Source: an optimization exercise on an open RTL-to-GDS flow (aim: small area, a short achievable clock period and few clock cycles per item). Production flows keep margins and buffers that such runs may drop. RTL that was checked went through simulation tests only; none was proved equivalent to the original. Power is estimated from default activity; no workload was simulated.

## ex_stage
module ex_stage
#(
  parameter int unsigned WIDTH = 32
) (
  input  logic             clk,
  input  logic             rst,
  input  logic             in_valid,
  output logic             in_ready,
  input  logic [3:0]       operation,
  input  logic [WIDTH-1:0] op_a,
  input  logic [WIDTH-1:0] op_b,
  input  logic [4:0]       shamt,
  input  logic [4:0]       rd,
  input  logic             reg_write,
  input  logic             stall_in,
  input  logic             flush,
  output logic             out_valid,
  output logic [WIDTH-1:0] result,
  output logic             zero,
  output logic [4:0]       out_rd,
  output logic             out_reg_write,
  output logic             busy
);
Size: roughly 2400 cells after synthesis, ~160 flip-flops, about 130 I/O pins, about 20000 µm² of cells after synthesis.
Settings: LEC_CHECK=0, ABC_AREA=1, CAP_MARGIN=20, CORE_MARGIN=2, CORE_UTILIZATION=40, CTS_BUF_LIST=sky130_fd_sc_hd__clkbuf_8, SETUP_SLACK_MARGIN=5, SLEW_MARGIN=20, SYNTH_HIERARCHICAL=1; clock period 10.0 ns.
standard.sh (not shown) runs the stock make flow with config.mk's settings and CLKGATE_MAP_FILE= SYNTH_SCRIPT=/design/flow/synth_recipe.tcl, a recipe that flattens the netlist after the stock synthesis.
==> flow/flow/run.sh <==
#!/bin/bash
# The standard layout; the port buffers use the smallest buffer cell
# (every input and output port still gets its own buffer).
set -euo pipefail
bash standard.sh "BUFFER_PORTS_ARGS=-buffer_cell sky130_fd_sc_hd__buf_1" finish > flow_make.log 2>&1
Edit:
--- a/flow/design.v
+++ b/flow/design.v
@@ -671,39 +671,50 @@
         sg[l+1][j] = sg[l][2*j+1] | (sp[l][2*j+1] & sg[l][2*j]);
         sp[l+1][j] = sp[l][2*j+1] & sp[l][2*j];
       end
     end
     lt = ap[31] ? ~sg[5][0] : a0_q[31];
   end
-  logic [31:0] p1_q, g1_q;
-  logic s_tree, s_srl, s_ap, s_addsub, s_ag, s_or, s_nor, s_slt, s_hold;
-  assign s_hold   = ~ld1_s;
-  assign s_tree   = ld1_s & ((op0_q == OP_MUL) | (op0_q == OP_SLL));
-  assign s_srl    = ld1_s & (op0_q == OP_SRL);
-  assign s_addsub = ld1_s & ((op0_q == OP_ADD) | (op0_q == OP_SUB));
-  assign s_ap     = s_addsub | (ld1_s & (op0_q == OP_XOR));
-  assign s_ag     = ld1_s & (op0_q == OP_AND);
-  assign s_or     = ld1_s & (op0_q == OP_OR);
-  assign s_nor    = ld1_s & (op0_q == OP_NOR);
-  assign s_slt    = ld1_s & (op0_q == OP_SLT);
-  logic [31:0] p_nx, g_nx;
+  logic [31:0] p_d, g_d;
   logic        c_d;
-  assign p_nx = ({32{s_tree}} & hp) | ({32{s_srl}} & hp_rev) | ({32{s_ap}} & ap) |
-                ({32{s_ag}} & ag) | ({32{s_or}} & (ap | ag)) | ({32{s_nor}} & ~(ap | ag)) |
-                {31'd0, s_slt & lt} | ({32{s_hold}} & p1_q);
-  assign g_nx = ({32{s_tree}} & hg) | ({32{s_addsub}} & ag) | ({32{s_hold}} & g1_q);
-  assign c_d  = ((op0_q == OP_MUL) & bneg[0]) | (op0_q == OP_SUB);
+  always_comb begin
+    p_d = 32'd0;
+    g_d = 32'd0;
+    c_d = 1'b0;
+    case (op0_q)
+      OP_MUL, OP_SLL: begin
+        p_d = hp;
+        g_d = hg;
+        c_d = (op0_q == OP_MUL) & bneg[0];
+      end
+      OP_SRL:  p_d = hp_rev;
+      OP_ADD: begin
+        p_d = ap;
+        g_d = ag;
+      end
+      OP_SUB: begin
+        p_d = ap;
+        g_d = ag;
+        c_d = 1'b1;
+      end
+      OP_SLT:  p_d = {31'd0, lt};
+      OP_AND:  p_d = ag;
+      OP_OR:   p_d = ap | ag;
+      OP_XOR:  p_d = ap;
+      OP_NOR:  p_d = ~(ap | ag);
+      default: ;
+    endcase
+  end
+  logic [31:0] p1_q, g1_q;
   logic        c1_q;
   logic [4:0]  rd1_q;
   logic        rw1_q;
   always_ff @(posedge clk) begin
-    p1_q <= p_nx;
-    g1_q <= g_nx;
-  end
-  always_ff @(posedge clk) begin
     if (ld1_s) begin
+      p1_q  <= p_d;
+      g1_q  <= g_d;
       c1_q  <= c_d;
       rd1_q <= rd0_q;
       rw1_q <= rw0_q;
     end
   end
   logic [31:0] hg0, hpp0, hgk [0:4], hpk [0:4];
What happened:
- clock power decreases by roughly a tenth
- design area grows slightly
- die area barely changes
- fmax falls slightly
- routed wire length barely changes
- synthesized cell count went down by a few percent
- worst hold slack gets better by 0.0086 ns
- total power goes down slightly
- first-iteration DRC count decreases by about a fifth
- combinational power shrinks by a few percent
Testbench counts after the change, summed over its fixed seeds: cycles 13,329, items 12,000.
Function not checked in the first run of this note: the RTL went through the layout flow alone.

==> afterwards: timing with drivers on the ports <==
How much do the figures lean on ideal ports? The routed layouts below were timed once more, with nothing changed but the port constraints.
Step 1 (the two cells are an assumption about what drives the block):
set clk [get_ports {clk}]
set_driving_cell -lib_cell sky130_fd_sc_hd__clkbuf_16 $clk
set_driving_cell -lib_cell sky130_fd_sc_hd__buf_2 [delete_from_list [all_inputs] $clk]
Step 2, shift: input delay + t, output delay - t, t = (earliest + latest rising clock arrival at the registers) / 2. This alone moves slack from input paths to output paths.
Three values: ideal, step 1, step 2; two values: the first two.
run	t (ns)	slack for setup (ns)	worst hold slack (ns)	worst setup path at the end
the first run	0.530	5.006 / 5.006 / 4.733	0.421 / 0.421 / 0.421	input to register
the second run	0.554	4.982 / 4.982 / 4.710	0.429 / 0.429 / 0.429	input to register
After both steps every run listed still meets setup and hold. For the first run, which loses most, drivers alone change the setup slack by 0.000 ns; drivers and shift together by -0.273 ns.
